Context: an optimization exercise on an open-source flow, tuned for small area, a short achievable clock period and few clock cycles. The choices shown serve that exercise and are no tape-out recipe. Function was checked by simulation only, so behaviour that the tests miss may differ from the original.

==> flow/design.v, too long to show whole: its modules and the start of the top module <==
// module gtp_cordic_unit: 72 lines
// module gtp_cordic_last: 40 lines
// module gtp_zsum: 480 lines
// module gtp_dmul: 570 lines
// module gtp_gmul: 519 lines
// module gtp_near: 1237 lines
// module go_to_point_steering_controller: 494 lines
module go_to_point_steering_controller (
    input  logic                              clk,
    input  logic                              rst_n,
    input  logic                              in_valid,
    output logic                              in_ready,
    input  logic [1:0]                        in_kind,
    input  logic signed [15:0]                in_waypoint_x,
    input  logic signed [15:0]                in_waypoint_y,
    input  logic signed [15:0]                in_pose_x,
    input  logic signed [15:0]                in_pose_y,
    input  logic signed [14:0]                in_pose_heading,
    output logic                              out_valid,
    input  logic                              out_ready,
    output logic [14:0]                       out_linear_speed,
    output logic signed [15:0]                out_turn_rate,
    output logic [16:0]                       out_distance,
    output logic [2:0]                        out_status,
    output logic                              out_last,
    input  logic                              cfg_we,
    input  logic [gtp_pkg::CFG_IDX_W-1:0]     cfg_index,
    input  logic [gtp_pkg::CFG_DATA_W-1:0]    cfg_data
);
  // ...
==> flow/run.sh <==
#!/bin/bash
# synth_recipe.tcl (not shown) runs the flow's synth.tcl, then flattens the netlist and writes it again
# the make line also repeats each setting of config.mk as NAME=value (left out here)
make -C /OpenROAD-flow-scripts/flow DESIGN_CONFIG=/design/flow/config.mk WORK_HOME=/design/flow/orfs CLKGATE_MAP_FILE= SYNTH_SCRIPT=/design/flow/synth_recipe.tcl finish
==> flow/config.mk <==
export PLATFORM = sky130hd
export DESIGN_NAME = go_to_point_steering_controller
export DESIGN_NICKNAME = go_to_point_steering_controller
export VERILOG_FILES = /design/flow/design.v
export SDC_FILE = /design/flow/constraint.sdc
export NUM_CORES = 4
export LEC_CHECK = 0
export CAP_MARGIN = 20
export CORE_MARGIN = 2
export CORE_UTILIZATION = 40
export SLEW_MARGIN = 20
==> flow/constraint.sdc <==
create_clock -name core_clock -period 12.0 [get_ports {clk}]
set_input_delay 2.4000 -clock core_clock [delete_from_list [all_inputs] [get_ports {clk}]]
set_output_delay 2.4000 -clock core_clock [all_outputs]
set_load 0.01 [all_outputs]
==> impl_results.md, run 1 <==
- Status: no timing/DRC/antenna violations
- Area growth syn-to-layout: 10.2%
- Total gr overflow: 0
- Non-filler cells, final: 10954
- Clock transition at the registers of the reported paths: roughly 0.070 ns
- Met1 usage: 0.280
- CTS tree: yes
- Synth area leader: edfxtp_1
- Area of the multi-input gates: about 50000 sq um
- Register area share after synthesis: 0.356
- WHS: 0.395 ns
- Startpoint types: register
- Die area: 214000 sq um
- Commonest cells post-synth: inv_1, edfxtp_1, ha_1, xnor2_1, fa_1
- Seq_cells: between 1000 and 1500
- Post-DP HPWL: 166 mm
- Chip width: 463 um
- Largest net degree at the start of global routing: between 100 and 150
- Hold WC Path Type: reg -> reg
Testbench counts, summed over its fixed seeds: cycles 1,998.
==> module gtp_dmul, before the edit <==
module gtp_dmul (
    input  logic [25:0] x,
    output logic [17:0] d
);
logic [41:0] ra, rb, r;
logic dm_w1;
logic dm_w2;
logic dm_w3;
logic dm_w4;
logic dm_w5;
logic dm_w6;
logic dm_w7;
logic dm_w8;
logic dm_w9;
logic dm_w10;
logic dm_w11;
logic dm_w12;
logic dm_w13;
logic dm_w14;
logic dm_w15;
logic dm_w16;
logic dm_w17;
logic dm_w18;
logic dm_w19;
logic dm_w20;
logic dm_w21;
logic dm_w22;
logic dm_w23;
logic dm_w24;
logic dm_w25;
logic dm_w26;
logic dm_w27;
logic dm_w28;
logic dm_w29;
logic dm_w30;
logic dm_w31;
logic dm_w32;
logic dm_w33;
logic dm_w34;
logic dm_w35;
logic dm_w36;
logic dm_w37;
logic dm_w38;
logic dm_w39;
logic dm_w40;
logic dm_w41;
logic dm_w42;
logic dm_w43;
logic dm_w44;
logic dm_w45;
logic dm_w46;
logic dm_w47;
logic dm_w48;
logic dm_w49;
logic dm_w50;
logic dm_w51;
logic dm_w52;
logic dm_w53;
logic dm_w54;
logic dm_w55;
logic dm_w56;
logic dm_w57;
logic dm_w58;
logic dm_w59;
logic dm_w60;
logic dm_w61;
logic dm_w62;
logic dm_w63;
logic dm_w64;
logic dm_w65;
logic dm_w66;
logic dm_w67;
logic dm_w68;
logic dm_w69;
logic dm_w70;
logic dm_w71;
logic dm_w72;
logic dm_w73;
logic dm_w74;
logic dm_w75;
logic dm_w76;
logic dm_w77;
logic dm_w78;
logic dm_w79;
logic dm_w80;
logic dm_w81;
logic dm_w82;
logic dm_w83;
logic dm_w84;
logic dm_w85;
logic dm_w86;
logic dm_w87;
logic dm_w88;
logic dm_w89;
logic dm_w90;
logic dm_w91;
logic dm_w92;
logic dm_w93;
logic dm_w94;
logic dm_w95;
logic dm_w96;
logic dm_w97;
logic dm_w98;
logic dm_w99;
logic dm_w100;
logic dm_w101;
logic dm_w102;
logic dm_w103;
logic dm_w104;
logic dm_w105;
logic dm_w106;
logic dm_w107;
logic dm_w108;
logic dm_w109;
logic dm_w110;
logic dm_w111;
logic dm_w112;
logic dm_w113;
logic dm_w114;
logic dm_w115;
logic dm_w116;
logic dm_w117;
logic dm_w118;
logic dm_w119;
logic dm_w120;
logic dm_w121;
logic dm_w122;
logic dm_w123;
logic dm_w124;
logic dm_w125;
logic dm_w126;
logic dm_w127;
logic dm_w128;
logic dm_w129;
logic dm_w130;
logic dm_w131;
logic dm_w132;
logic dm_w133;
logic dm_w134;
logic dm_w135;
logic dm_w136;
logic dm_w137;
logic dm_w138;
logic dm_w139;
logic dm_w140;
logic dm_w141;
logic dm_w142;
logic dm_w143;
logic dm_w144;
logic dm_w145;
logic dm_w146;
logic dm_w147;
logic dm_w148;
logic dm_w149;
logic dm_w150;
logic dm_w151;
logic dm_w152;
logic dm_w153;
logic dm_w154;
logic dm_w155;
logic dm_w156;
logic dm_w157;
logic dm_w158;
logic dm_w159;
logic dm_w160;
logic dm_w161;
logic dm_w162;
logic dm_w163;
logic dm_w164;
logic dm_w165;
logic dm_w166;
logic dm_w167;
logic dm_w168;
logic dm_w169;
logic dm_w170;
logic dm_w171;
logic dm_w172;
logic dm_w173;
logic dm_w174;
logic dm_w175;
logic dm_w176;
logic dm_w177;
logic dm_w178;
logic dm_w179;
logic dm_w180;
logic dm_w181;
logic dm_w182;
logic dm_w183;
logic dm_w184;
logic dm_w185;
logic dm_w186;
logic dm_w187;
logic dm_w188;
logic dm_w189;
logic dm_w190;
logic dm_w191;
logic dm_w192;
logic dm_w193;
logic dm_w194;
logic dm_w195;
logic dm_w196;
logic dm_w197;
logic dm_w198;
logic dm_w199;
logic dm_w200;
logic dm_w201;
logic dm_w202;
logic dm_w203;
logic dm_w204;
logic dm_w205;
logic dm_w206;
logic dm_w207;
logic dm_w208;
logic dm_w209;
logic dm_w210;
logic dm_w211;
logic dm_w212;
logic dm_w213;
logic dm_w214;
logic dm_w215;
logic dm_w216;
logic dm_w217;
logic dm_w218;
logic dm_w219;
logic dm_w220;
logic dm_w221;
logic dm_w222;
logic dm_w223;
logic dm_w224;
logic dm_w225;
logic dm_w226;
logic dm_w227;
logic dm_w228;
logic dm_w229;
logic dm_w230;
logic dm_w231;
logic dm_w232;
logic dm_w233;
logic dm_w234;
logic dm_w235;
logic dm_w236;
logic dm_w237;
logic dm_w238;
logic dm_w239;
logic dm_w240;
logic dm_w241;
logic dm_w242;
logic dm_w243;
logic dm_w244;
logic dm_w245;
logic dm_w246;
logic dm_w247;
logic dm_w248;
logic dm_w249;
logic dm_w250;
logic dm_w251;
logic dm_w252;
logic dm_w253;
logic dm_w254;
logic dm_w255;
logic dm_w256;
logic dm_w257;
logic dm_w258;
logic dm_w259;
logic dm_w260;
logic dm_w261;
logic dm_w262;
logic dm_w263;
logic dm_w264;
logic dm_w265;
logic dm_w266;
logic dm_w267;
logic dm_w268;
logic dm_w269;
logic dm_w270;
logic dm_w271;
logic dm_w272;
logic dm_w273;
logic dm_w274;
logic dm_w275;
logic dm_w276;
logic dm_w277;
logic dm_w278;
logic dm_w279;
logic dm_w280;
assign dm_w1 = x[15] ^ x[13];
assign dm_w2 = x[15] & x[13];
assign dm_w3 = x[16] ^ x[14] ^ ~(x[12]);
assign dm_w4 = (x[16] & x[14]) | (x[16] & ~(x[12])) | (x[14] & ~(x[12]));
assign dm_w5 = x[17] ^ x[15] ^ ~(x[13]);
assign dm_w6 = (x[17] & x[15]) | (x[17] & ~(x[13])) | (x[15] & ~(x[13]));
assign dm_w7 = x[18] ^ x[16] ^ ~(x[14]);
assign dm_w8 = (x[18] & x[16]) | (x[18] & ~(x[14])) | (x[16] & ~(x[14]));
assign dm_w9 = x[19] ^ x[17] ^ ~(x[15]);
assign dm_w10 = (x[19] & x[17]) | (x[19] & ~(x[15])) | (x[17] & ~(x[15]));
assign dm_w11 = x[20] ^ x[18] ^ ~(x[16]);
assign dm_w12 = (x[20] & x[18]) | (x[20] & ~(x[16])) | (x[18] & ~(x[16]));
assign dm_w13 = x[21] ^ x[19] ^ ~(x[17]);
assign dm_w14 = (x[21] & x[19]) | (x[21] & ~(x[17])) | (x[19] & ~(x[17]));
assign dm_w15 = x[22] ^ x[20] ^ ~(x[18]);
assign dm_w16 = (x[22] & x[20]) | (x[22] & ~(x[18])) | (x[20] & ~(x[18]));
assign dm_w17 = x[23] ^ x[21] ^ ~(x[19]);
assign dm_w18 = (x[23] & x[21]) | (x[23] & ~(x[19])) | (x[21] & ~(x[19]));
assign dm_w19 = ~(x[16]) ^ ~(x[13]);
assign dm_w20 = ~(x[16]) & ~(x[13]);
assign dm_w21 = x[24] ^ x[22] ^ ~(x[20]);
assign dm_w22 = (x[24] & x[22]) | (x[24] & ~(x[20])) | (x[22] & ~(x[20]));
assign dm_w23 = ~(x[17]) ^ ~(x[14]);
assign dm_w24 = ~(x[17]) & ~(x[14]);
assign dm_w25 = x[25] ^ x[23] ^ ~(x[21]);
assign dm_w26 = (x[25] & x[23]) | (x[25] & ~(x[21])) | (x[23] & ~(x[21]));
assign dm_w27 = ~(x[18]) ^ ~(x[15]);
assign dm_w28 = ~(x[18]) & ~(x[15]);
assign dm_w29 = x[24] ^ ~(x[22]) ^ ~(x[19]);
assign dm_w30 = (x[24] & ~(x[22])) | (x[24] & ~(x[19])) | (~(x[22]) & ~(x[19]));
assign dm_w31 = x[25] ^ ~(x[23]);
assign dm_w32 = x[25] & ~(x[23]);
assign dm_w33 = x[7] ^ x[5];
assign dm_w34 = x[7] & x[5];
assign dm_w35 = x[8] ^ x[6];
assign dm_w36 = x[8] & x[6];
assign dm_w37 = x[9] ^ x[7];
assign dm_w38 = x[9] & x[7];
assign dm_w39 = x[10] ^ x[8] ^ ~(x[6]);
assign dm_w40 = (x[10] & x[8]) | (x[10] & ~(x[6])) | (x[8] & ~(x[6]));
assign dm_w41 = ~(x[3]) ^ ~(x[0]);
assign dm_w42 = ~(x[3]) & ~(x[0]);
assign dm_w43 = x[11] ^ x[9] ^ ~(x[7]);
assign dm_w44 = (x[11] & x[9]) | (x[11] & ~(x[7])) | (x[9] & ~(x[7]));
assign dm_w45 = ~(x[4]) ^ ~(x[1]);
assign dm_w46 = ~(x[4]) & ~(x[1]);
assign dm_w47 = x[12] ^ x[10] ^ ~(x[8]);
assign dm_w48 = (x[12] & x[10]) | (x[12] & ~(x[8])) | (x[10] & ~(x[8]));
assign dm_w49 = ~(x[5]) ^ ~(x[2]);
assign dm_w50 = ~(x[5]) & ~(x[2]);
assign dm_w51 = x[13] ^ x[11] ^ ~(x[9]);
assign dm_w52 = (x[13] & x[11]) | (x[13] & ~(x[9])) | (x[11] & ~(x[9]));
assign dm_w53 = ~(x[6]) ^ ~(x[3]) ^ x[0];
assign dm_w54 = (~(x[6]) & ~(x[3])) | (~(x[6]) & x[0]) | (~(x[3]) & x[0]);
assign dm_w55 = x[14] ^ x[12] ^ ~(x[10]);
assign dm_w56 = (x[14] & x[12]) | (x[14] & ~(x[10])) | (x[12] & ~(x[10]));
assign dm_w57 = ~(x[7]) ^ ~(x[4]) ^ x[1];
assign dm_w58 = (~(x[7]) & ~(x[4])) | (~(x[7]) & x[1]) | (~(x[4]) & x[1]);
assign dm_w59 = ~(x[11]) ^ ~(x[8]) ^ ~(x[5]);
assign dm_w60 = (~(x[11]) & ~(x[8])) | (~(x[11]) & ~(x[5])) | (~(x[8]) & ~(x[5]));
assign dm_w61 = x[2] ^ x[0] ^ dm_w1;
assign dm_w62 = (x[2] & x[0]) | (x[2] & dm_w1) | (x[0] & dm_w1);
assign dm_w63 = ~(x[9]) ^ ~(x[6]) ^ x[3];
assign dm_w64 = (~(x[9]) & ~(x[6])) | (~(x[9]) & x[3]) | (~(x[6]) & x[3]);
assign dm_w65 = x[1] ^ dm_w2 ^ dm_w3;
assign dm_w66 = (x[1] & dm_w2) | (x[1] & dm_w3) | (dm_w2 & dm_w3);
assign dm_w67 = ~(x[10]) ^ ~(x[7]) ^ x[4];
assign dm_w68 = (~(x[10]) & ~(x[7])) | (~(x[10]) & x[4]) | (~(x[7]) & x[4]);
assign dm_w69 = x[2] ^ dm_w4 ^ dm_w5;
assign dm_w70 = (x[2] & dm_w4) | (x[2] & dm_w5) | (dm_w4 & dm_w5);
assign dm_w71 = ~(x[11]) ^ ~(x[8]) ^ x[5];
assign dm_w72 = (~(x[11]) & ~(x[8])) | (~(x[11]) & x[5]) | (~(x[8]) & x[5]);
assign dm_w73 = x[3] ^ dm_w6 ^ dm_w7;
assign dm_w74 = (x[3] & dm_w6) | (x[3] & dm_w7) | (dm_w6 & dm_w7);
assign dm_w75 = ~(x[12]) ^ ~(x[9]) ^ x[6];
assign dm_w76 = (~(x[12]) & ~(x[9])) | (~(x[12]) & x[6]) | (~(x[9]) & x[6]);
assign dm_w77 = x[4] ^ dm_w8 ^ dm_w9;
assign dm_w78 = (x[4] & dm_w8) | (x[4] & dm_w9) | (dm_w8 & dm_w9);
assign dm_w79 = ~(x[13]) ^ ~(x[10]) ^ x[7];
assign dm_w80 = (~(x[13]) & ~(x[10])) | (~(x[13]) & x[7]) | (~(x[10]) & x[7]);
assign dm_w81 = x[5] ^ dm_w10 ^ dm_w11;
assign dm_w82 = (x[5] & dm_w10) | (x[5] & dm_w11) | (dm_w10 & dm_w11);
assign dm_w83 = ~(x[14]) ^ ~(x[11]) ^ x[8];
assign dm_w84 = (~(x[14]) & ~(x[11])) | (~(x[14]) & x[8]) | (~(x[11]) & x[8]);
assign dm_w85 = x[6] ^ dm_w12 ^ dm_w13;
assign dm_w86 = (x[6] & dm_w12) | (x[6] & dm_w13) | (dm_w12 & dm_w13);
assign dm_w87 = ~(x[15]) ^ ~(x[12]) ^ x[9];
assign dm_w88 = (~(x[15]) & ~(x[12])) | (~(x[15]) & x[9]) | (~(x[12]) & x[9]);
assign dm_w89 = x[7] ^ dm_w14 ^ dm_w15;
assign dm_w90 = (x[7] & dm_w14) | (x[7] & dm_w15) | (dm_w14 & dm_w15);
assign dm_w91 = x[10] ^ x[8] ^ 1'b1;
assign dm_w92 = (x[10] & x[8]) | (x[10] & 1'b1) | (x[8] & 1'b1);
assign dm_w93 = dm_w16 ^ dm_w17 ^ dm_w19;
assign dm_w94 = (dm_w16 & dm_w17) | (dm_w16 & dm_w19) | (dm_w17 & dm_w19);
assign dm_w95 = x[11] ^ x[9] ^ dm_w18;
assign dm_w96 = (x[11] & x[9]) | (x[11] & dm_w18) | (x[9] & dm_w18);
assign dm_w97 = dm_w20 ^ dm_w21 ^ dm_w23;
assign dm_w98 = (dm_w20 & dm_w21) | (dm_w20 & dm_w23) | (dm_w21 & dm_w23);
assign dm_w99 = x[12] ^ x[10] ^ dm_w22;
assign dm_w100 = (x[12] & x[10]) | (x[12] & dm_w22) | (x[10] & dm_w22);
assign dm_w101 = dm_w24 ^ dm_w25 ^ dm_w27;
assign dm_w102 = (dm_w24 & dm_w25) | (dm_w24 & dm_w27) | (dm_w25 & dm_w27);
assign dm_w103 = ~(x[16]) ^ x[13] ^ x[11];
assign dm_w104 = (~(x[16]) & x[13]) | (~(x[16]) & x[11]) | (x[13] & x[11]);
assign dm_w105 = dm_w26 ^ dm_w28 ^ dm_w29;
assign dm_w106 = (dm_w26 & dm_w28) | (dm_w26 & dm_w29) | (dm_w28 & dm_w29);
assign dm_w107 = ~(x[20]) ^ ~(x[17]) ^ x[14];
assign dm_w108 = (~(x[20]) & ~(x[17])) | (~(x[20]) & x[14]) | (~(x[17]) & x[14]);
assign dm_w109 = x[12] ^ dm_w30 ^ dm_w31;
assign dm_w110 = (x[12] & dm_w30) | (x[12] & dm_w31) | (dm_w30 & dm_w31);
assign dm_w111 = ~(x[24]) ^ ~(x[21]) ^ ~(x[18]);
assign dm_w112 = (~(x[24]) & ~(x[21])) | (~(x[24]) & ~(x[18])) | (~(x[21]) & ~(x[18]));
assign dm_w113 = x[15] ^ x[13] ^ dm_w32;
assign dm_w114 = (x[15] & x[13]) | (x[15] & dm_w32) | (x[13] & dm_w32);
assign dm_w115 = ~(x[25]) ^ ~(x[22]) ^ ~(x[19]);
assign dm_w116 = (~(x[25]) & ~(x[22])) | (~(x[25]) & ~(x[19])) | (~(x[22]) & ~(x[19]));
assign dm_w117 = x[16] ^ x[14];
assign dm_w118 = x[16] & x[14];
assign dm_w119 = ~(x[23]) ^ ~(x[20]) ^ x[17];
assign dm_w120 = (~(x[23]) & ~(x[20])) | (~(x[23]) & x[17]) | (~(x[20]) & x[17]);
assign dm_w121 = x[15] ^ 1'b1;
assign dm_w122 = x[15] & 1'b1;
assign dm_w123 = ~(x[24]) ^ ~(x[21]) ^ x[18];
assign dm_w124 = (~(x[24]) & ~(x[21])) | (~(x[24]) & x[18]) | (~(x[21]) & x[18]);
assign dm_w125 = x[16] ^ 1'b1;
assign dm_w126 = x[16] & 1'b1;
assign dm_w127 = ~(x[25]) ^ ~(x[22]) ^ x[19];
assign dm_w128 = (~(x[25]) & ~(x[22])) | (~(x[25]) & x[19]) | (~(x[22]) & x[19]);
assign dm_w129 = x[17] ^ 1'b1;
assign dm_w130 = x[17] & 1'b1;
assign dm_w131 = ~(x[23]) ^ x[20];
assign dm_w132 = ~(x[23]) & x[20];
assign dm_w133 = ~(x[24]) ^ x[21];
assign dm_w134 = ~(x[24]) & x[21];
assign dm_w135 = ~(x[25]) ^ x[22];
assign dm_w136 = ~(x[25]) & x[22];
assign dm_w137 = x[4] ^ x[2];
assign dm_w138 = x[4] & x[2];
assign dm_w139 = x[5] ^ x[3];
assign dm_w140 = x[5] & x[3];
assign dm_w141 = x[6] ^ x[4];
assign dm_w142 = x[6] & x[4];
assign dm_w143 = ~(x[3]) ^ ~(x[0]) ^ 1'b1;
assign dm_w144 = (~(x[3]) & ~(x[0])) | (~(x[3]) & 1'b1) | (~(x[0]) & 1'b1);
assign dm_w145 = ~(x[4]) ^ ~(x[1]) ^ dm_w34;
assign dm_w146 = (~(x[4]) & ~(x[1])) | (~(x[4]) & dm_w34) | (~(x[1]) & dm_w34);
assign dm_w147 = ~(x[5]) ^ ~(x[2]) ^ dm_w36;
assign dm_w148 = (~(x[5]) & ~(x[2])) | (~(x[5]) & dm_w36) | (~(x[2]) & dm_w36);
assign dm_w149 = 1'b1 ^ dm_w38 ^ dm_w39;
assign dm_w150 = (1'b1 & dm_w38) | (1'b1 & dm_w39) | (dm_w38 & dm_w39);
assign dm_w151 = dm_w40 ^ dm_w42 ^ dm_w43;
assign dm_w152 = (dm_w40 & dm_w42) | (dm_w40 & dm_w43) | (dm_w42 & dm_w43);
assign dm_w153 = dm_w44 ^ dm_w46 ^ dm_w47;
assign dm_w154 = (dm_w44 & dm_w46) | (dm_w44 & dm_w47) | (dm_w46 & dm_w47);
assign dm_w155 = dm_w48 ^ dm_w50 ^ dm_w51;
assign dm_w156 = (dm_w48 & dm_w50) | (dm_w48 & dm_w51) | (dm_w50 & dm_w51);
assign dm_w157 = dm_w52 ^ dm_w54 ^ dm_w55;
assign dm_w158 = (dm_w52 & dm_w54) | (dm_w52 & dm_w55) | (dm_w54 & dm_w55);
assign dm_w159 = dm_w56 ^ dm_w58 ^ dm_w59;
assign dm_w160 = (dm_w56 & dm_w58) | (dm_w56 & dm_w59) | (dm_w58 & dm_w59);
assign dm_w161 = dm_w60 ^ dm_w62 ^ dm_w63;
assign dm_w162 = (dm_w60 & dm_w62) | (dm_w60 & dm_w63) | (dm_w62 & dm_w63);
assign dm_w163 = dm_w64 ^ dm_w66 ^ dm_w67;
assign dm_w164 = (dm_w64 & dm_w66) | (dm_w64 & dm_w67) | (dm_w66 & dm_w67);
assign dm_w165 = dm_w68 ^ dm_w70 ^ dm_w71;
assign dm_w166 = (dm_w68 & dm_w70) | (dm_w68 & dm_w71) | (dm_w70 & dm_w71);
assign dm_w167 = dm_w72 ^ dm_w74 ^ dm_w75;
assign dm_w168 = (dm_w72 & dm_w74) | (dm_w72 & dm_w75) | (dm_w74 & dm_w75);
assign dm_w169 = dm_w76 ^ dm_w78 ^ dm_w79;
assign dm_w170 = (dm_w76 & dm_w78) | (dm_w76 & dm_w79) | (dm_w78 & dm_w79);
assign dm_w171 = dm_w80 ^ dm_w82 ^ dm_w83;
assign dm_w172 = (dm_w80 & dm_w82) | (dm_w80 & dm_w83) | (dm_w82 & dm_w83);
assign dm_w173 = dm_w84 ^ dm_w86 ^ dm_w87;
assign dm_w174 = (dm_w84 & dm_w86) | (dm_w84 & dm_w87) | (dm_w86 & dm_w87);
assign dm_w175 = dm_w88 ^ dm_w90 ^ dm_w91;
assign dm_w176 = (dm_w88 & dm_w90) | (dm_w88 & dm_w91) | (dm_w90 & dm_w91);
assign dm_w177 = dm_w92 ^ dm_w94 ^ dm_w95;
assign dm_w178 = (dm_w92 & dm_w94) | (dm_w92 & dm_w95) | (dm_w94 & dm_w95);
assign dm_w179 = dm_w96 ^ dm_w98 ^ dm_w99;
assign dm_w180 = (dm_w96 & dm_w98) | (dm_w96 & dm_w99) | (dm_w98 & dm_w99);
assign dm_w181 = dm_w100 ^ dm_w102 ^ dm_w103;
assign dm_w182 = (dm_w100 & dm_w102) | (dm_w100 & dm_w103) | (dm_w102 & dm_w103);
assign dm_w183 = dm_w104 ^ dm_w106 ^ dm_w107;
assign dm_w184 = (dm_w104 & dm_w106) | (dm_w104 & dm_w107) | (dm_w106 & dm_w107);
assign dm_w185 = dm_w108 ^ dm_w110 ^ dm_w111;
assign dm_w186 = (dm_w108 & dm_w110) | (dm_w108 & dm_w111) | (dm_w110 & dm_w111);
assign dm_w187 = dm_w112 ^ dm_w114 ^ dm_w115;
assign dm_w188 = (dm_w112 & dm_w114) | (dm_w112 & dm_w115) | (dm_w114 & dm_w115);
assign dm_w189 = dm_w116 ^ dm_w118 ^ dm_w119;
assign dm_w190 = (dm_w116 & dm_w118) | (dm_w116 & dm_w119) | (dm_w118 & dm_w119);
assign dm_w191 = dm_w120 ^ dm_w122 ^ dm_w123;
assign dm_w192 = (dm_w120 & dm_w122) | (dm_w120 & dm_w123) | (dm_w122 & dm_w123);
assign dm_w193 = dm_w124 ^ dm_w126 ^ dm_w127;
assign dm_w194 = (dm_w124 & dm_w126) | (dm_w124 & dm_w127) | (dm_w126 & dm_w127);
assign dm_w195 = x[18] ^ dm_w128 ^ dm_w130;
assign dm_w196 = (x[18] & dm_w128) | (x[18] & dm_w130) | (dm_w128 & dm_w130);
assign dm_w197 = x[19] ^ 1'b1 ^ dm_w132;
assign dm_w198 = (x[19] & 1'b1) | (x[19] & dm_w132) | (1'b1 & dm_w132);
assign dm_w199 = x[20] ^ 1'b1 ^ dm_w134;
assign dm_w200 = (x[20] & 1'b1) | (x[20] & dm_w134) | (1'b1 & dm_w134);
assign dm_w201 = x[23] ^ x[21];
assign dm_w202 = x[23] & x[21];
assign dm_w203 = x[24] ^ x[22];
assign dm_w204 = x[24] & x[22];
assign dm_w205 = x[25] ^ x[23];
assign dm_w206 = x[25] & x[23];
assign dm_w207 = ~(x[0]) ^ 1'b1;
assign dm_w208 = ~(x[0]) & 1'b1;
assign dm_w209 = ~(x[1]) ^ dm_w138 ^ dm_w139;
assign dm_w210 = (~(x[1]) & dm_w138) | (~(x[1]) & dm_w139) | (dm_w138 & dm_w139);
assign dm_w211 = ~(x[2]) ^ dm_w140 ^ dm_w141;
assign dm_w212 = (~(x[2]) & dm_w140) | (~(x[2]) & dm_w141) | (dm_w140 & dm_w141);
assign dm_w213 = dm_w33 ^ dm_w142 ^ dm_w143;
assign dm_w214 = (dm_w33 & dm_w142) | (dm_w33 & dm_w143) | (dm_w142 & dm_w143);
assign dm_w215 = dm_w35 ^ dm_w144 ^ dm_w145;
assign dm_w216 = (dm_w35 & dm_w144) | (dm_w35 & dm_w145) | (dm_w144 & dm_w145);
assign dm_w217 = dm_w37 ^ dm_w146 ^ dm_w147;
assign dm_w218 = (dm_w37 & dm_w146) | (dm_w37 & dm_w147) | (dm_w146 & dm_w147);
assign dm_w219 = dm_w41 ^ dm_w148 ^ dm_w149;
assign dm_w220 = (dm_w41 & dm_w148) | (dm_w41 & dm_w149) | (dm_w148 & dm_w149);
assign dm_w221 = dm_w45 ^ dm_w150 ^ dm_w151;
assign dm_w222 = (dm_w45 & dm_w150) | (dm_w45 & dm_w151) | (dm_w150 & dm_w151);
assign dm_w223 = dm_w49 ^ dm_w152 ^ dm_w153;
assign dm_w224 = (dm_w49 & dm_w152) | (dm_w49 & dm_w153) | (dm_w152 & dm_w153);
assign dm_w225 = dm_w53 ^ dm_w154 ^ dm_w155;
assign dm_w226 = (dm_w53 & dm_w154) | (dm_w53 & dm_w155) | (dm_w154 & dm_w155);
assign dm_w227 = dm_w57 ^ dm_w156 ^ dm_w157;
assign dm_w228 = (dm_w57 & dm_w156) | (dm_w57 & dm_w157) | (dm_w156 & dm_w157);
assign dm_w229 = dm_w61 ^ dm_w158 ^ dm_w159;
assign dm_w230 = (dm_w61 & dm_w158) | (dm_w61 & dm_w159) | (dm_w158 & dm_w159);
assign dm_w231 = dm_w65 ^ dm_w160 ^ dm_w161;
assign dm_w232 = (dm_w65 & dm_w160) | (dm_w65 & dm_w161) | (dm_w160 & dm_w161);
assign dm_w233 = dm_w69 ^ dm_w162 ^ dm_w163;
assign dm_w234 = (dm_w69 & dm_w162) | (dm_w69 & dm_w163) | (dm_w162 & dm_w163);
assign dm_w235 = dm_w73 ^ dm_w164 ^ dm_w165;
assign dm_w236 = (dm_w73 & dm_w164) | (dm_w73 & dm_w165) | (dm_w164 & dm_w165);
assign dm_w237 = dm_w77 ^ dm_w166 ^ dm_w167;
assign dm_w238 = (dm_w77 & dm_w166) | (dm_w77 & dm_w167) | (dm_w166 & dm_w167);
assign dm_w239 = dm_w81 ^ dm_w168 ^ dm_w169;
assign dm_w240 = (dm_w81 & dm_w168) | (dm_w81 & dm_w169) | (dm_w168 & dm_w169);
assign dm_w241 = dm_w85 ^ dm_w170 ^ dm_w171;
assign dm_w242 = (dm_w85 & dm_w170) | (dm_w85 & dm_w171) | (dm_w170 & dm_w171);
assign dm_w243 = dm_w89 ^ dm_w172 ^ dm_w173;
assign dm_w244 = (dm_w89 & dm_w172) | (dm_w89 & dm_w173) | (dm_w172 & dm_w173);
assign dm_w245 = dm_w93 ^ dm_w174 ^ dm_w175;
assign dm_w246 = (dm_w93 & dm_w174) | (dm_w93 & dm_w175) | (dm_w174 & dm_w175);
assign dm_w247 = dm_w97 ^ dm_w176 ^ dm_w177;
assign dm_w248 = (dm_w97 & dm_w176) | (dm_w97 & dm_w177) | (dm_w176 & dm_w177);
assign dm_w249 = dm_w101 ^ dm_w178 ^ dm_w179;
assign dm_w250 = (dm_w101 & dm_w178) | (dm_w101 & dm_w179) | (dm_w178 & dm_w179);
assign dm_w251 = dm_w105 ^ dm_w180 ^ dm_w181;
assign dm_w252 = (dm_w105 & dm_w180) | (dm_w105 & dm_w181) | (dm_w180 & dm_w181);
assign dm_w253 = dm_w109 ^ dm_w182 ^ dm_w183;
assign dm_w254 = (dm_w109 & dm_w182) | (dm_w109 & dm_w183) | (dm_w182 & dm_w183);
assign dm_w255 = dm_w113 ^ dm_w184 ^ dm_w185;
assign dm_w256 = (dm_w113 & dm_w184) | (dm_w113 & dm_w185) | (dm_w184 & dm_w185);
assign dm_w257 = dm_w117 ^ dm_w186 ^ dm_w187;
assign dm_w258 = (dm_w117 & dm_w186) | (dm_w117 & dm_w187) | (dm_w186 & dm_w187);
assign dm_w259 = dm_w121 ^ dm_w188 ^ dm_w189;
assign dm_w260 = (dm_w121 & dm_w188) | (dm_w121 & dm_w189) | (dm_w188 & dm_w189);
assign dm_w261 = dm_w125 ^ dm_w190 ^ dm_w191;
assign dm_w262 = (dm_w125 & dm_w190) | (dm_w125 & dm_w191) | (dm_w190 & dm_w191);
assign dm_w263 = dm_w129 ^ dm_w192 ^ dm_w193;
assign dm_w264 = (dm_w129 & dm_w192) | (dm_w129 & dm_w193) | (dm_w192 & dm_w193);
assign dm_w265 = dm_w131 ^ dm_w194 ^ dm_w195;
assign dm_w266 = (dm_w131 & dm_w194) | (dm_w131 & dm_w195) | (dm_w194 & dm_w195);
assign dm_w267 = dm_w133 ^ dm_w196 ^ dm_w197;
assign dm_w268 = (dm_w133 & dm_w196) | (dm_w133 & dm_w197) | (dm_w196 & dm_w197);
assign dm_w269 = dm_w135 ^ dm_w198 ^ dm_w199;
assign dm_w270 = (dm_w135 & dm_w198) | (dm_w135 & dm_w199) | (dm_w198 & dm_w199);
assign dm_w271 = dm_w136 ^ dm_w200 ^ dm_w201;
assign dm_w272 = (dm_w136 & dm_w200) | (dm_w136 & dm_w201) | (dm_w200 & dm_w201);
assign dm_w273 = 1'b1 ^ dm_w202 ^ dm_w203;
assign dm_w274 = (1'b1 & dm_w202) | (1'b1 & dm_w203) | (dm_w202 & dm_w203);
assign dm_w275 = 1'b1 ^ dm_w204 ^ dm_w205;
assign dm_w276 = (1'b1 & dm_w204) | (1'b1 & dm_w205) | (dm_w204 & dm_w205);
assign dm_w277 = x[24] ^ 1'b1 ^ dm_w206;
assign dm_w278 = (x[24] & 1'b1) | (x[24] & dm_w206) | (1'b1 & dm_w206);
assign dm_w279 = x[25] ^ 1'b1;
assign dm_w280 = x[25] & 1'b1;
assign ra = {1'b1, dm_w278, dm_w276, dm_w274, dm_w272, dm_w270, dm_w268, dm_w266, dm_w264, dm_w262, dm_w260, dm_w258, dm_w256, dm_w254, dm_w252, dm_w250, dm_w248, dm_w246, dm_w244, dm_w242, dm_w240, dm_w238, dm_w236, dm_w234, dm_w232, dm_w230, dm_w228, dm_w226, dm_w224, dm_w222, dm_w220, dm_w218, dm_w216, dm_w214, dm_w212, dm_w210, dm_w208, dm_w137, x[3], x[2], x[1], x[0]};
assign rb = {dm_w280, dm_w279, dm_w277, dm_w275, dm_w273, dm_w271, dm_w269, dm_w267, dm_w265, dm_w263, dm_w261, dm_w259, dm_w257, dm_w255, dm_w253, dm_w251, dm_w249, dm_w247, dm_w245, dm_w243, dm_w241, dm_w239, dm_w237, dm_w235, dm_w233, dm_w231, dm_w229, dm_w227, dm_w225, dm_w223, dm_w221, dm_w219, dm_w217, dm_w215, dm_w213, dm_w211, dm_w209, dm_w207, x[1], x[0], 1'b0, 1'b0};
assign r = ra + rb;
assign d = r[41:24];
endmodule
==> module go_to_point_steering_controller, before the edit <==
module go_to_point_steering_controller (
    input  logic                              clk,
    input  logic                              rst_n,
    input  logic                              in_valid,
    output logic                              in_ready,
    input  logic [1:0]                        in_kind,
    input  logic signed [15:0]                in_waypoint_x,
    input  logic signed [15:0]                in_waypoint_y,
    input  logic signed [15:0]                in_pose_x,
    input  logic signed [15:0]                in_pose_y,
    input  logic signed [14:0]                in_pose_heading,
    output logic                              out_valid,
    input  logic                              out_ready,
    output logic [14:0]                       out_linear_speed,
    output logic signed [15:0]                out_turn_rate,
    output logic [16:0]                       out_distance,
    output logic [2:0]                        out_status,
    output logic                              out_last,
    input  logic                              cfg_we,
    input  logic [gtp_pkg::CFG_IDX_W-1:0]     cfg_index,
    input  logic [gtp_pkg::CFG_DATA_W-1:0]    cfg_data
);
    localparam logic signed [16:0] PI_Q     = 17'sd12868;
    localparam logic signed [16:0] TWO_PI_Q = 17'sd25736;
    localparam int TL = 16;      
    logic [15:0] arrive_tol_reg, deadband_reg, gain_reg;
    logic [14:0] max_turn_reg, min_speed_reg, max_speed_reg;
    logic [13:0] align_reg;
    logic [7:0]  timeout_reg;
    always_ff @(posedge clk or negedge rst_n)
    begin
        if (!rst_n)
        begin
            arrive_tol_reg <= 16'd410;
            deadband_reg   <= 16'd205;
            gain_reg       <= 16'd16384;
            max_turn_reg   <= 15'd8192;
            align_reg      <= 14'd410;
            min_speed_reg  <= 15'd819;
            max_speed_reg  <= 15'd8192;
            timeout_reg    <= 8'd40;
        end
        else if (cfg_we)
        begin
            case (cfg_index)
                3'd0: arrive_tol_reg <= cfg_data;
                3'd1: deadband_reg   <= cfg_data;
                3'd2: gain_reg       <= cfg_data;
                3'd3: max_turn_reg   <= cfg_data[14:0];
                3'd4: align_reg      <= cfg_data[13:0];
                3'd5: min_speed_reg  <= cfg_data[14:0];
                3'd6: max_speed_reg  <= cfg_data[14:0];
                default: timeout_reg <= cfg_data[7:0];
            endcase
        end
    end
    localparam logic [2:0] TG_NONE = 3'd0, TG_STEER = 3'd3;
    logic [TL:1][2:0] tg;
    logic [TL:1] tgs;            
    logic freeze;
    logic in_ready_r;
    assign in_ready = in_ready_r;
    logic acc, acc_pose, acc_goal, push;
    assign acc      = in_valid && in_ready_r;
    assign acc_pose = acc && (in_kind == 2'd1);
    assign acc_goal = acc && (in_kind == 2'd0);
    assign push     = acc && (in_kind != 2'd1);
    logic signed [15:0] gx, gy, gnx, gny, rx, ry;
    logic signed [14:0] rh;
    logic seen_acc;
    logic q0v, q1v, q0s, q1s;
    logic [1:0] q0k, q1k;
    logic busy_f;               
    logic [3:0] unres;          
    logic [3:0] ign;            
    logic [7:0] wcnt;
    logic pre_lock, g_chg;
    logic [16:0] p_x1;
    logic signed [16:0] p_v1;
    logic p_s0, p_qp, p_qn;
    logic p_near2, last_steer, ln;
    logic signed [14:0] p_rh;
    logic rep_fire, rep_end;
    logic is_tick, is_goal, busy_e, t_steer, res, pre_ok, can_proc, proc, proc_steer;
    logic [7:0] wait_inc;
    logic abort;
    logic [2:0] code;
    logic goal_commit;
    logic busy_a, busy_n;
    logic [3:0] unres_a, ign_a, unres_n, ign_n;
    logic [7:0] wcnt_n;
    logic pre_lock_n;
    logic gnew_we;
    always_comb
    begin
        is_tick  = (q0k == 2'd2);
        is_goal  = (q0k == 2'd0);
        ln       = last_steer && p_near2;
        busy_e   = busy_f && !ln;
        t_steer  = busy_e && q0s;
        res      = !busy_e || (unres == 4'd0);
        pre_ok   = pre_lock || !g_chg;
        can_proc = q0v && (is_tick ? (!t_steer || (!tgs[1] && pre_ok)) : res);
        proc     = can_proc && !freeze;
        proc_steer = proc && is_tick && t_steer;
        wait_inc = (wcnt == 8'd255) ? wcnt : wcnt + 8'd1;
        abort    = (wait_inc >= timeout_reg);
        if (is_tick)
        begin
            if (!busy_e)        code = 3'd6;
            else if (!q0s)      code = abort ? 3'd5 : 3'd7;
            else                code = TG_STEER;
        end
        else if (is_goal)       code = busy_e ? 3'd2 : 3'd1;
        else                    code = busy_e ? 3'd4 : 3'd6;
        goal_commit = proc && is_goal && !busy_e;
        busy_a = busy_f; unres_a = unres; ign_a = ign;
        if (rep_fire)
        begin
            if (ign != 4'd0)
                ign_a = ign - 4'd1;
            else
            begin
                unres_a = unres - 4'd1;
                if (rep_end) busy_a = 1'b0;
            end
        end
        if (ln)
        begin
            busy_a = 1'b0;
            ign_a = ign_a + unres_a;
            unres_a = 4'd0;
        end
        busy_n = busy_a; unres_n = unres_a; ign_n = ign_a; wcnt_n = wcnt;
        if (proc)
        begin
            if (is_tick)
            begin
                if (busy_e && !q0s)
                begin
                    wcnt_n = wait_inc;
                    if (abort) busy_n = 1'b0;
                end
                else if (busy_e)
                    unres_n = unres_a + 4'd1;
            end
            else if (is_goal)
            begin
                if (!busy_e)
                begin
                    busy_n = 1'b1;
                    wcnt_n = 8'd0;
                end
            end
            else if (busy_e)
                busy_n = 1'b0;
        end
        pre_lock_n = q0v && is_tick && pre_ok && !proc;
        gnew_we = acc_goal && !((q0v && q0k == 2'd0 && !proc) || (q1v && q1k == 2'd0));
    end
    logic n0v, n1v, n0s, n1s;
    logic [1:0] n0k, n1k;
    logic pred_ok, in_ready_n;
    always_comb
    begin
        n0v = q0v; n0k = q0k; n0s = q0s;
        n1v = q1v; n1k = q1k; n1s = q1s;
        if (proc)
        begin
            n0v = q1v; n0k = q1k; n0s = q1s;
            n1v = 1'b0;
        end
        if (push)
        begin
            if (!n0v)
            begin
                n0v = 1'b1; n0k = in_kind; n0s = seen_acc;
            end
            else
            begin
                n1v = 1'b1; n1k = in_kind; n1s = seen_acc;
            end
        end
        pred_ok = !(goal_commit && n0k == 2'd2);
        in_ready_n = !n0v || (!n1v && pred_ok);
    end
    always_ff @(posedge clk or negedge rst_n)
    begin
        if (!rst_n)
        begin
            in_ready_r <= 1'b1;
            q0v <= 1'b0; q1v <= 1'b0;
            busy_f <= 1'b0; unres <= 4'd0; ign <= 4'd0; wcnt <= 8'd0;
            seen_acc <= 1'b0; pre_lock <= 1'b0; g_chg <= 1'b0; last_steer <= 1'b0;
        end
        else
        begin
            in_ready_r <= in_ready_n;
            q0v <= n0v; q1v <= n1v;
            busy_f <= busy_n; unres <= unres_n; ign <= ign_n; wcnt <= wcnt_n;
            if (acc_pose) seen_acc <= 1'b1;
            pre_lock <= pre_lock_n;
            g_chg <= goal_commit;
            last_steer <= proc_steer;
        end
    end
    always_ff @(posedge clk)
    begin
        q0k <= n0k; q0s <= n0s; q1k <= n1k; q1s <= n1s;
        if (acc_pose)
        begin
            rx <= in_pose_x; ry <= in_pose_y; rh <= in_pose_heading;
        end
        if (gnew_we)
        begin
            gnx <= in_waypoint_x; gny <= in_waypoint_y;
        end
        if (goal_commit)
        begin
            gx <= gnx; gy <= gny;
        end
    end
    logic signed [16:0] dxa, dxb, dya, dyb;
    logic [15:0] ax, ay;
    logic dxneg, dyneg, ypos;
    always_comb
    begin
        dxa = 17'(gx) - 17'(rx);
        dxb = 17'(rx) - 17'(gx);
        dya = 17'(gy) - 17'(ry);
        dyb = 17'(ry) - 17'(gy);
        dxneg = gx < rx;
        dyneg = gy < ry;
        ax = dxneg ? dxb[15:0] : dxa[15:0];
        ay = dyneg ? dyb[15:0] : dya[15:0];
        ypos = dxneg ? !dyneg : (gy > ry);
    end
    always_ff @(posedge clk)
    begin
        if (!pre_lock_n)
        begin
            p_x1   <= 17'(ax) + 17'(ay);
            p_v1   <= (ypos ^ dxneg) ? (17'(ay) + ~(17'(ax))) : (17'(ax) + ~(17'(ay)));
            p_s0   <= ypos;
            p_qp   <= dxneg && !dyneg;
            p_qn   <= dxneg && dyneg;
            p_rh   <= rh;
        end
    end
    logic [16:0] nd;
    logic nc, near_w;
    assign nd = p_v1[16] ? ~p_v1 : p_v1;
    assign nc = !p_v1[16];
    gtp_near u_nr (.s(p_x1), .nd(nd), .nc(nc), .tol(arrive_tol_reg), .near(near_w));
    always_ff @(posedge clk)
        p_near2 <= near_w;
    logic en;
    assign en = !freeze;
    logic [25:0] x1s, x2s, x3s, x4s, x5s, x6s, x7s;
    logic signed [24:0] w1s;
    logic signed [25:0] w2s;
    logic signed [23:0] w3s;
    logic signed [21:0] w4s;
    logic signed [19:0] w5s;
    logic signed [17:0] w6s;
    logic signed [15:0] w7s;
    logic [2:0]  s2s;
    logic [4:0]  s3s;
    logic [6:0]  s4s;
    logic [8:0]  s5s;
    logic [10:0] s6s;
    logic [12:0] s7s;
    logic [13:0] s8s;
    logic [16:0] h2s, h3s, h4s, h5s, h6s, h7s, h8s;
    assign x1s = {1'b0, p_x1, 8'd0};
    assign w1s = {p_v1, 8'hff};
    gtp_cordic_unit #(.I(1),  .WP(25), .WR(26)) u1 (.clk(clk), .en(en), .sec(tgs[1]),
        .xp(x1s), .wp(w1s), .sp(p_s0), .hp({p_qp, p_qn, p_rh}),
        .xr(x2s), .wr(w2s), .sr(s2s), .hr(h2s));
    gtp_cordic_unit #(.I(3),  .WP(26), .WR(24)) u2 (.clk(clk), .en(en), .sec(tgs[3]),
        .xp(x2s), .wp(w2s), .sp(s2s), .hp(h2s),
        .xr(x3s), .wr(w3s), .sr(s3s), .hr(h3s));
    gtp_cordic_unit #(.I(5),  .WP(24), .WR(22)) u3 (.clk(clk), .en(en), .sec(tgs[5]),
        .xp(x3s), .wp(w3s), .sp(s3s), .hp(h3s),
        .xr(x4s), .wr(w4s), .sr(s4s), .hr(h4s));
    gtp_cordic_unit #(.I(7),  .WP(22), .WR(20)) u4 (.clk(clk), .en(en), .sec(tgs[7]),
        .xp(x4s), .wp(w4s), .sp(s4s), .hp(h4s),
        .xr(x5s), .wr(w5s), .sr(s5s), .hr(h5s));
    gtp_cordic_unit #(.I(9),  .WP(20), .WR(18)) u5 (.clk(clk), .en(en), .sec(tgs[9]),
        .xp(x5s), .wp(w5s), .sp(s5s), .hp(h5s),
        .xr(x6s), .wr(w6s), .sr(s6s), .hr(h6s));
    gtp_cordic_unit #(.I(11), .WP(18), .WR(16)) u6 (.clk(clk), .en(en), .sec(tgs[11]),
        .xp(x6s), .wp(w6s), .sp(s6s), .hp(h6s),
        .xr(x7s), .wr(w7s), .sr(s7s), .hr(h7s));
    logic [25:0] x14;
    gtp_cordic_last #(.WP(16)) u7 (.clk(clk), .en(en),
        .xp(x7s), .wp(w7s), .sp(s7s), .hp(h7s),
        .xr(x14), .sr(s8s), .hr(h8s));
    logic [17:0] d18;
    logic signed [16:0] e_raw;
    gtp_dmul u_dm (.x(x14), .d(d18));
    gtp_zsum u_zs (.s(s8s), .qp(h8s[16]), .qn(h8s[15]), .rh(h8s[14:0]), .e(e_raw));
    logic [17:0] r8_d;
    logic signed [16:0] r8_e;
    always_ff @(posedge clk)
        if (en)
        begin
            r8_d <= d18;
            r8_e <= e_raw;
        end
    logic [16:0] p2_dist;
    logic signed [16:0] p2_em, p2_ep, p2_e;
    logic p2_db, p2_arr;
    always_comb
    begin
        p2_dist = r8_d[17] ? 17'd131071 : r8_d[16:0];
        p2_em = r8_e - TWO_PI_Q;
        p2_ep = r8_e + TWO_PI_Q;
        if (r8_e > PI_Q)       p2_e = p2_em;
        else if (r8_e < -PI_Q) p2_e = p2_ep;
        else                   p2_e = r8_e;
        p2_db  = p2_dist > 17'(deadband_reg);
        p2_arr = p2_dist < 17'(arrive_tol_reg);
    end
    logic signed [14:0] r9_e;
    logic [16:0] r9_dist;
    logic r9_db, r9_arr;
    always_ff @(posedge clk)
        if (en)
        begin
            r9_e <= p2_e[14:0];
            r9_dist <= p2_dist;
            r9_db <= p2_db;
            r9_arr <= p2_arr;
        end
    logic signed [18:0] t_r;
    logic [14:0] p3_ae;
    logic p3_al;
    logic [8:0] bn, bo, bt;
    logic [18:0] gpad;
    assign gpad = {2'b00, gain_reg, 1'b0};
    always_ff @(posedge clk)
        for (int j = 0; j < 9; j++)
        begin
            bn[j] <= gpad[2*j+2];
            bo[j] <= gpad[2*j+1] ^ gpad[2*j];
            bt[j] <= (gpad[2*j+2] && !gpad[2*j+1] && !gpad[2*j]) ||
                     (!gpad[2*j+2] && gpad[2*j+1] && gpad[2*j]);
        end
    gtp_gmul u_gm (.e(r9_e), .bn(bn), .bo(bo), .bt(bt), .t(t_r));
    always_comb
    begin
        p3_ae = r9_e[14] ? 15'(-r9_e) : 15'(r9_e);
        p3_al = p3_ae < 15'(align_reg);
    end
    logic signed [18:0] r10_t;
    logic [16:0] r10_dist;
    logic r10_db, r10_al, r10_arr;
    always_ff @(posedge clk)
        if (en)
        begin
            r10_t <= t_r;
            r10_dist <= r9_dist;
            r10_db <= r9_db;
            r10_al <= p3_al;
            r10_arr <= r9_arr;
        end
    logic signed [18:0] mt_s;
    logic signed [15:0] p4_turn;
    logic [14:0] p4_lin;
    always_comb
    begin
        mt_s = 19'(max_turn_reg);
        if (!r10_db)               p4_turn = 16'sd0;
        else if (r10_t > mt_s)     p4_turn = 16'(mt_s);
        else if (r10_t < -mt_s)    p4_turn = -(16'(mt_s));
        else                       p4_turn = 16'(r10_t);
        if (!(r10_db && r10_al))
            p4_lin = 15'd0;
        else if (r10_dist < 17'(min_speed_reg))
            p4_lin = (min_speed_reg > max_speed_reg) ? max_speed_reg : min_speed_reg;
        else if (r10_dist > 17'(max_speed_reg))
            p4_lin = max_speed_reg;
        else
            p4_lin = r10_dist[14:0];
    end
    always_ff @(posedge clk or negedge rst_n)
    begin
        if (!rst_n)
        begin
            for (int j = 1; j <= TL; j++)
            begin
                tg[j] <= TG_NONE;
                tgs[j] <= 1'b0;
            end
        end
        else if (en)
        begin
            tg[1] <= proc ? code : TG_NONE;
            tgs[1] <= proc_steer;
            for (int j = 2; j <= TL; j++)
            begin
                tg[j] <= tg[j-1];
                tgs[j] <= tgs[j-1];
            end
        end
    end
    logic ov, sb_pend, gae, skv;
    logic [2:0] skst;
    logic [14:0] olin;
    logic signed [15:0] oturn;
    logic [16:0] odist;
    logic [2:0] ost;
    logic olast;
    logic [2:0] tge, e_st;
    logic e_valid, e_steer, e_run, can_load, o_sb, o_sk, o_e, to_sk, e_take;
    always_comb
    begin
        tge = tg[TL];
        e_valid = (tge != TG_NONE);
        e_steer = tgs[TL];
        e_run = e_steer && gae;
        e_st = e_steer ? 3'd6 : tge;            
        can_load = !ov || out_ready;
        o_sb = can_load && sb_pend;
        o_sk = can_load && !sb_pend && skv;
        o_e  = can_load && !sb_pend && !skv && e_valid;
        to_sk = e_valid && !o_e && !e_run && (!skv || o_sk);
        e_take = o_e || to_sk;
        freeze = e_valid && !e_take;
        rep_fire = e_take && e_steer;
        rep_end = gae && r10_arr;
    end
    always_ff @(posedge clk or negedge rst_n)
    begin
        if (!rst_n)
        begin
            ov <= 1'b0; sb_pend <= 1'b0; gae <= 1'b0; skv <= 1'b0;
        end
        else
        begin
            ov <= o_sb || o_sk || o_e || (ov && !out_ready);
            if (o_sb)
                sb_pend <= 1'b0;
            else if (o_e && e_run && r10_arr)
                sb_pend <= 1'b1;
            if (to_sk)
                skv <= 1'b1;
            else if (o_sk)
                skv <= 1'b0;
            if (e_take)
            begin
                if (e_run && r10_arr)
                    gae <= 1'b0;
                else if (!e_steer && tge == 3'd1)
                    gae <= 1'b1;
                else if (!e_steer && (tge == 3'd4 || tge == 3'd5))
                    gae <= 1'b0;
            end
        end
    end
    always_ff @(posedge clk)
    begin
        if (to_sk)
            skst <= e_st;
        if (o_sb)
        begin
            olin <= 15'd0; oturn <= 16'sd0; ost <= 3'd3; olast <= 1'b1;
        end
        else if (o_sk)
        begin
            olin <= 15'd0; oturn <= 16'sd0; odist <= 17'd0; ost <= skst; olast <= 1'b1;
        end
        else if (o_e)
        begin
            if (e_run)
            begin
                olin <= p4_lin; oturn <= p4_turn; odist <= r10_dist;
                ost <= 3'd0; olast <= !r10_arr;
            end
            else
            begin
                olin <= 15'd0; oturn <= 16'sd0; odist <= 17'd0;
                ost <= e_st; olast <= 1'b1;
            end
        end
    end
    assign out_valid        = ov;
    assign out_linear_speed = olin;
    assign out_turn_rate    = oturn;
    assign out_distance     = odist;
    assign out_status       = ost;
    assign out_last         = olast;
endmodule
==> inputs of run 2 (changes only) <==
--- a/flow/design.v
+++ b/flow/design.v
@@ -662,19 +662,18 @@
 assign zs_w234 = qn & 1'b1;
 assign ra = {zs_w232, zs_w230, zs_w228, zs_w226, zs_w224, zs_w222, zs_w220, zs_w218, zs_w216, zs_w214, zs_w212, zs_w210, zs_w208, zs_w206, zs_w204, zs_w202, zs_w200, zs_w198, zs_w196, zs_w194, zs_w192, zs_w190, zs_w188, zs_w186, zs_w139, qp, qn, qp, qn, qp, qn, qp, qn, qn, zs_w182, 1'b1};
 assign rb = {zs_w233, zs_w231, zs_w229, zs_w227, zs_w225, zs_w223, zs_w221, zs_w219, zs_w217, zs_w215, zs_w213, zs_w211, zs_w209, zs_w207, zs_w205, zs_w203, zs_w201, zs_w199, zs_w197, zs_w195, zs_w193, zs_w191, zs_w189, zs_w187, zs_w185, 1'b1, 1'b0, 1'b1, 1'b1, 1'b1, 1'b1, 1'b1, 1'b0, zs_w184, zs_w183, zs_w181};
 assign r = ra + rb;
 assign e = r[34:18];
 endmodule
 module gtp_dmul (
     input  logic [25:0] x,
-    output logic [17:0] d
+    output logic [41:0] ra, rb
 );
-logic [41:0] ra, rb, r;
 logic dm_w1;
 logic dm_w2;
 logic dm_w3;
 logic dm_w4;
 logic dm_w5;
 logic dm_w6;
 logic dm_w7;
 logic dm_w8;
@@ -1227,25 +1226,22 @@
 assign dm_w275 = 1'b1 ^ dm_w204 ^ dm_w205;
 assign dm_w276 = (1'b1 & dm_w204) | (1'b1 & dm_w205) | (dm_w204 & dm_w205);
 assign dm_w277 = x[24] ^ 1'b1 ^ dm_w206;
 assign dm_w278 = (x[24] & 1'b1) | (x[24] & dm_w206) | (1'b1 & dm_w206);
 assign dm_w279 = x[25] ^ 1'b1;
 assign dm_w280 = x[25] & 1'b1;
 assign ra = {1'b1, dm_w278, dm_w276, dm_w274, dm_w272, dm_w270, dm_w268, dm_w266, dm_w264, dm_w262, dm_w260, dm_w258, dm_w256, dm_w254, dm_w252, dm_w250, dm_w248, dm_w246, dm_w244, dm_w242, dm_w240, dm_w238, dm_w236, dm_w234, dm_w232, dm_w230, dm_w228, dm_w226, dm_w224, dm_w222, dm_w220, dm_w218, dm_w216, dm_w214, dm_w212, dm_w210, dm_w208, dm_w137, x[3], x[2], x[1], x[0]};
 assign rb = {dm_w280, dm_w279, dm_w277, dm_w275, dm_w273, dm_w271, dm_w269, dm_w267, dm_w265, dm_w263, dm_w261, dm_w259, dm_w257, dm_w255, dm_w253, dm_w251, dm_w249, dm_w247, dm_w245, dm_w243, dm_w241, dm_w239, dm_w237, dm_w235, dm_w233, dm_w231, dm_w229, dm_w227, dm_w225, dm_w223, dm_w221, dm_w219, dm_w217, dm_w215, dm_w213, dm_w211, dm_w209, dm_w207, x[1], x[0], 1'b0, 1'b0};
-assign r = ra + rb;
-assign d = r[41:24];
 endmodule
 module gtp_gmul (
     input  logic [14:0] e,
     input  logic [8:0] bn, bo, bt,
-    output logic signed [18:0] t
+    output logic [30:0] ra, rb
 );
-logic [30:0] ra, rb, r;
 logic gb_w1;
 logic gb_w2;
 logic gb_w3;
 logic gb_w4;
 logic gb_w5;
 logic gb_w6;
 logic gb_w7;
 logic gb_w8;
@@ -1746,18 +1742,16 @@
 assign gb_w249 = gb_w144 ^ gb_w192 ^ gb_w193;
 assign gb_w250 = (gb_w144 & gb_w192) | (gb_w144 & gb_w193) | (gb_w192 & gb_w193);
 assign gb_w251 = 1'b1 ^ gb_w194 ^ gb_w195;
 assign gb_w252 = (1'b1 & gb_w194) | (1'b1 & gb_w195) | (gb_w194 & gb_w195);
 assign gb_w253 = ~((((bo[7] & e[14]) | (bt[7] & e[14])) ^ bn[7])) ^ (((bo[8] & e[14]) | (bt[8] & e[13])) ^ bn[8]) ^ gb_w196;
 assign gb_w254 = (~((((bo[7] & e[14]) | (bt[7] & e[14])) ^ bn[7])) & (((bo[8] & e[14]) | (bt[8] & e[13])) ^ bn[8])) | (~((((bo[7] & e[14]) | (bt[7] & e[14])) ^ bn[7])) & gb_w196) | ((((bo[8] & e[14]) | (bt[8] & e[13])) ^ bn[8]) & gb_w196);
 assign ra = {gb_w252, gb_w250, gb_w248, gb_w246, gb_w244, gb_w242, gb_w240, gb_w238, gb_w236, gb_w234, gb_w232, gb_w230, gb_w228, gb_w226, gb_w224, gb_w222, gb_w220, gb_w218, gb_w216, gb_w214, gb_w212, gb_w210, gb_w208, gb_w206, gb_w204, gb_w202, gb_w200, gb_w198, bn[1], (((bo[0] & e[1]) | (bt[0] & e[0])) ^ bn[0]), (((bo[0] & e[0]) | (bt[0] & 1'b0)) ^ bn[0])};
 assign rb = {gb_w253, gb_w251, gb_w249, gb_w247, gb_w245, gb_w243, gb_w241, gb_w239, gb_w237, gb_w235, gb_w233, gb_w231, gb_w229, gb_w227, gb_w225, gb_w223, gb_w221, gb_w219, gb_w217, gb_w215, gb_w213, gb_w211, gb_w209, gb_w207, gb_w205, gb_w203, gb_w201, gb_w199, gb_w197, 1'b0, bn[0]};
-assign r = ra + rb;
-assign t = r[30:12];
 endmodule
 module gtp_near (
     input  logic [16:0] s,
     input  logic [16:0] nd,
     input  logic nc,
     input  logic [15:0] tol,
     output logic near
 );
@@ -3284,33 +3278,40 @@
         .xr(x6s), .wr(w6s), .sr(s6s), .hr(h6s));
     gtp_cordic_unit #(.I(11), .WP(18), .WR(16)) u6 (.clk(clk), .en(en), .sec(tgs[11]),
         .xp(x6s), .wp(w6s), .sp(s6s), .hp(h6s),
         .xr(x7s), .wr(w7s), .sr(s7s), .hr(h7s));
     logic [25:0] x14;
     gtp_cordic_last #(.WP(16)) u7 (.clk(clk), .en(en),
         .xp(x7s), .wp(w7s), .sp(s7s), .hp(h7s),
         .xr(x14), .sr(s8s), .hr(h8s));
-    logic [17:0] d18;
+    logic [41:0] dm_a, dm_b;
+    logic [24:0] dm_lo;
     logic signed [16:0] e_raw;
-    gtp_dmul u_dm (.x(x14), .d(d18));
+    gtp_dmul u_dm (.x(x14), .ra(dm_a), .rb(dm_b));
+    assign dm_lo = {1'b0, dm_a[23:0]} + {1'b0, dm_b[23:0]};
     gtp_zsum u_zs (.s(s8s), .qp(h8s[16]), .qn(h8s[15]), .rh(h8s[14:0]), .e(e_raw));
-    logic [17:0] r8_d;
+    logic [17:0] r8_da, r8_db;
+    logic r8_dc;
     logic signed [16:0] r8_e;
     always_ff @(posedge clk)
         if (en)
         begin
-            r8_d <= d18;
+            r8_da <= dm_a[41:24];
+            r8_db <= dm_b[41:24];
+            r8_dc <= dm_lo[24];
             r8_e <= e_raw;
         end
     logic [16:0] p2_dist;
+    logic [17:0] r8_d;
     logic signed [16:0] p2_em, p2_ep, p2_e;
     logic p2_db, p2_arr;
     always_comb
     begin
+        r8_d = r8_da + r8_db + 18'(r8_dc);
         p2_dist = r8_d[17] ? 17'd131071 : r8_d[16:0];
         p2_em = r8_e - TWO_PI_Q;
         p2_ep = r8_e + TWO_PI_Q;
         if (r8_e > PI_Q)       p2_e = p2_em;
         else if (r8_e < -PI_Q) p2_e = p2_ep;
         else                   p2_e = r8_e;
         p2_db  = p2_dist > 17'(deadband_reg);
         p2_arr = p2_dist < 17'(arrive_tol_reg);
@@ -3321,53 +3322,59 @@
     always_ff @(posedge clk)
         if (en)
         begin
             r9_e <= p2_e[14:0];
             r9_dist <= p2_dist;
             r9_db <= p2_db;
             r9_arr <= p2_arr;
         end
-    logic signed [18:0] t_r;
+    logic [30:0] g_ra, g_rb;
+    logic [12:0] g_lo;
     logic [14:0] p3_ae;
     logic p3_al;
     logic [8:0] bn, bo, bt;
     logic [18:0] gpad;
     assign gpad = {2'b00, gain_reg, 1'b0};
     always_ff @(posedge clk)
         for (int j = 0; j < 9; j++)
         begin
             bn[j] <= gpad[2*j+2];
             bo[j] <= gpad[2*j+1] ^ gpad[2*j];
             bt[j] <= (gpad[2*j+2] && !gpad[2*j+1] && !gpad[2*j]) ||
                      (!gpad[2*j+2] && gpad[2*j+1] && gpad[2*j]);
         end
-    gtp_gmul u_gm (.e(r9_e), .bn(bn), .bo(bo), .bt(bt), .t(t_r));
+    gtp_gmul u_gm (.e(r9_e), .bn(bn), .bo(bo), .bt(bt), .ra(g_ra), .rb(g_rb));
+    assign g_lo = {1'b0, g_ra[11:0]} + {1'b0, g_rb[11:0]};
     always_comb
     begin
         p3_ae = r9_e[14] ? 15'(-r9_e) : 15'(r9_e);
         p3_al = p3_ae < 15'(align_reg);
     end
-    logic signed [18:0] r10_t;
+    logic [18:0] r10_ta, r10_tb;
+    logic r10_tc;
     logic [16:0] r10_dist;
     logic r10_db, r10_al, r10_arr;
     always_ff @(posedge clk)
         if (en)
         begin
-            r10_t <= t_r;
+            r10_ta <= g_ra[30:12];
+            r10_tb <= g_rb[30:12];
+            r10_tc <= g_lo[12];
             r10_dist <= r9_dist;
             r10_db <= r9_db;
             r10_al <= p3_al;
             r10_arr <= r9_arr;
         end
-    logic signed [18:0] mt_s;
+    logic signed [18:0] mt_s, r10_t;
     logic signed [15:0] p4_turn;
     logic [14:0] p4_lin;
     always_comb
     begin
+        r10_t = r10_ta + r10_tb + 19'(r10_tc);
         mt_s = 19'(max_turn_reg);
         if (!r10_db)               p4_turn = 16'sd0;
         else if (r10_t > mt_s)     p4_turn = 16'(mt_s);
         else if (r10_t < -mt_s)    p4_turn = -(16'(mt_s));
         else                       p4_turn = 16'(r10_t);
         if (!(r10_db && r10_al))
             p4_lin = 15'd0;
         else if (r10_dist < 17'(min_speed_reg))
==> run 2 against run 1 <==
Compared with the run above:
- via count is 0.74% higher
- die area is 0.66% higher
- wire length is 0.82% higher
- core utilization is 0.25 points higher
==> impl_results.md, run 2 <==
- Status: no timing/DRC/antenna violations (unchanged)
- Chip width: 465 um (was 463 um)
- Clock transition at the registers of the reported paths: 0.06 ns (was 0.07 ns)
- DRC Markers: 0 (unchanged)
- FF+latch count, synth: 1091 (was 1053)
- FP Rows: 169 (was 168)
- WL/cell: 19.7 um (was 19.5 um)
- Simple-gate share of the synthesized area: 0.0828 (was 0.0833)
- Startpoint types: register (unchanged)
- Global-route wire length before repair: 337 mm (about the same)
- Mean Syn Cell Area: 10.7 sq um (was 10.5 sq um)
- Area of the multi-input gates: 48900 sq um (was 49200 sq um)
- Max incr delay on CP: 0.60 ns (was 0.96 ns)
- Rel. slew slack: 0.259 (was 0.278)
- Synth area leader: edfxtp_1 (unchanged)
- Slowest cell on crit path: a32o_1 (was edfxtp_1)
- Post-DP HPWL: 167 mm (was 166 mm)
- Post-cts resize count: 0 (unchanged)
- Commonest cells post-synth: inv_1, edfxtp_1, ha_1, xnor2_1, fa_1 (unchanged)
- Htree depth: 4 (was 3)
- Area growth syn-to-layout: 11.1% (was 10.2%)
- Final Cycle Share: 0.558 (was 0.532)
- # fillers: 19711 (was 19573)
- Total gr overflow: 0 (unchanged)
- Die area: 216000 sq um (was 214000 sq um)
- Minimum clock period after layout: 6.69 ns (was 6.39 ns)
- Hold WC Path Type: reg -> reg (unchanged)
- Setup TNS: 0 ns (unchanged)
- Post-Synth XOR/XNOR Area: 0.0834 (was 0.0852)
- Detail Route Antenna Nets: 0 (unchanged)
- Synth area leaders: edfxtp_1, fa_1, ha_1 (unchanged)
- Initial antenna violation count: 7 (was 6)
- Fmax: 149 MHz (was 157 MHz)
- Ys async rst share: 0.190 (was 0.197)
- WL final: 216 mm (was 214 mm)
- Largest family of logic cells by synthesized area: adder cells (unchanged)
- Register area: 31100 sq um (was 30000 sq um)
- CTS tree: yes (unchanged)
- Num Clock Sinks: 1091 (was 1053)
- Largest net degree at the start of global routing: 142 (unchanged)
- RSZ-0062 raised after global routing: false (unchanged)
- CP Data Arrival Time: 7.22 ns (was 6.92 ns)
- Critical path, cell by cell: inv_1 -> ha_1 -> inv_1 -> fa_1 -> a21o_1 -> a221oi_1 -> nor2_1 -> o21ai_0 -> a32o_1 -> buf_4 -> mux2i_1 -> xnor2_1 -> ha_1 -> a21o_1 -> a21oi_1 -> o21bai_1 -> a21oi_1 -> o21bai_1 -> a211o_1 -> a2111oi_0 -> o41ai_1 -> a21oi_1 -> o21bai_1 (was a22oi_1 -> xor2_1 -> fa_1 -> fa_1 -> inv_1 -> fa_1 -> inv_1 -> fa_1 -> inv_1 -> ha_1 -> a2111oi_0 -> o21ai_0 -> o21ai_0 -> o21ai_0 -> o31a_1 -> o21ai_0 -> or2_2 -> nand3_1 -> a31o_2 -> a21oi_1 -> xnor2_1)
- Register area share after synthesis: 0.367 (was 0.356)
- Hold depth: 0 (unchanged)
- CTS Root Buffer Type: clkbuf_16 (unchanged)
- Share of layout cells above drive strength 1: 0.0806 (was 0.0803)
- # nets final: 9425 (was 9442)
run 2: cell families (layout without fill, tap and decap cells):
logic type | count (synthesis) | in the layout
compound gates | 1491 | 1491
xor+xnor | 808 | 808
fa+ha+maj | 1301 | 1301
buf+inv | 1327 | 1522
flops | 1091 | 1091
mux | 455 | 455
other cells | 0 | 3
simple gates | 1468 | 1468
run 2: worst paths after layout:
path | start | to | slack (ns)
max in group asynchronous | rst_n | align_reg[2] | 8.08
setup reg to reg | gy[0] | p_x1[16] | 5.31
min in group asynchronous | rst_n | wcnt[4] | 1.64
hold reg to reg | u3.hr[10] | u4.hr[10] | 0.40
setup / recovery | gy[0] | p_x1[16] | 5.31
hold / removal | u3.hr[10] | u4.hr[10] | 0.40
run 2: layout make-up:
class,count,share of cell area
Clock inverter,80,0.0111
Sequential cell,1091,0.330
Multi-Input combinational cell,5523,0.519
Clock buffer,163,0.0381
Tap cell,2821,0.0374
Timing Repair Buffer,213,0.0216
Inverter,1066,0.0425
Antenna cell,3,0.0000796
run 2: per-stage QoR:
stage	cells	cell area (sq um)	util	hold WS (ns)
6_report	10960	94300	0.446	0.400
5_1_grt	10959	94300	0.446	0.400
4_1_cts	10955	94200	0.446	0.387
3_5_place_dp	10712	89600	0.424	0.401
3_3_place_gp	10712	89600	0.424	0.397
2_1_floorplan	7941	84900	-	0.364
run 2: worst reg2reg max path, stage by stage (launching register included):
cell and delay [ns]:
edfxtp_1 0.38, inv_1 0.07, ha_1 0.14, inv_1 0.07, fa_1 0.46, a21o_1 0.21, a221oi_1 0.36, nor2_1 0.19
o21ai_0 0.19, a32o_1 0.60, buf_4 0.35, mux2i_1 0.12, xnor2_1 0.44, ha_1 0.44, a21o_1 0.23, a21oi_1 0.25
o21bai_1 0.10, a21oi_1 0.36, o21bai_1 0.14, a211o_1 0.32, a2111oi_0 0.59, o41ai_1 0.22, a21oi_1 0.18, o21bai_1 0.07
run 2: layer usage:
layer | routed length (um) | global-route usage | up-vias
met5 | 13 | 0 | -
met4 | 6630 | 0.0630 | 2
met3 | 9450 | 0.0261 | 264
met2 | 100000 | 0.322 | 1248
met1 | 99300 | 0.274 | 28436
li1 | - | - | 27535
Testbench counts of run 2, summed over its fixed seeds: cycles 1,998.

==> afterwards: timing with drivers on the ports <==
In the flow no input, the clock included, has a driving cell. The finished layouts below were timed again as built, in two steps.
Step 1 assumes that a clkbuf_16 drives the clock port and a buf_2 every other input.
Step 2 also shifts input and output timing later by t, the mid clock arrival at the registers, as if the neighbouring blocks saw the same clock.
Slacks: ideal / step 1 / step 2; pairs: ideal / step 1.
| run | t, ns | setup WS [ns] | worst hold slack (ns) | worst setup path after step 2 | worst register clock-pin slew, ns |
|---|---|---|---|---|---|
| run 1 | 0.835 | 5.613 / 5.613 / 5.146 | 0.395 / 0.395 / 0.395 | input to register | 0.07 / 0.07 |
| run 2 | 0.866 | 5.306 / 5.306 / 4.935 | 0.400 / 0.400 / 0.400 | input to register | 0.07 / 0.07 |
After both steps setup and hold are still met in every run listed. The setup slack of run 1, which loses most, moves by 0.000 ns with the drivers and by -0.467 ns with both steps.
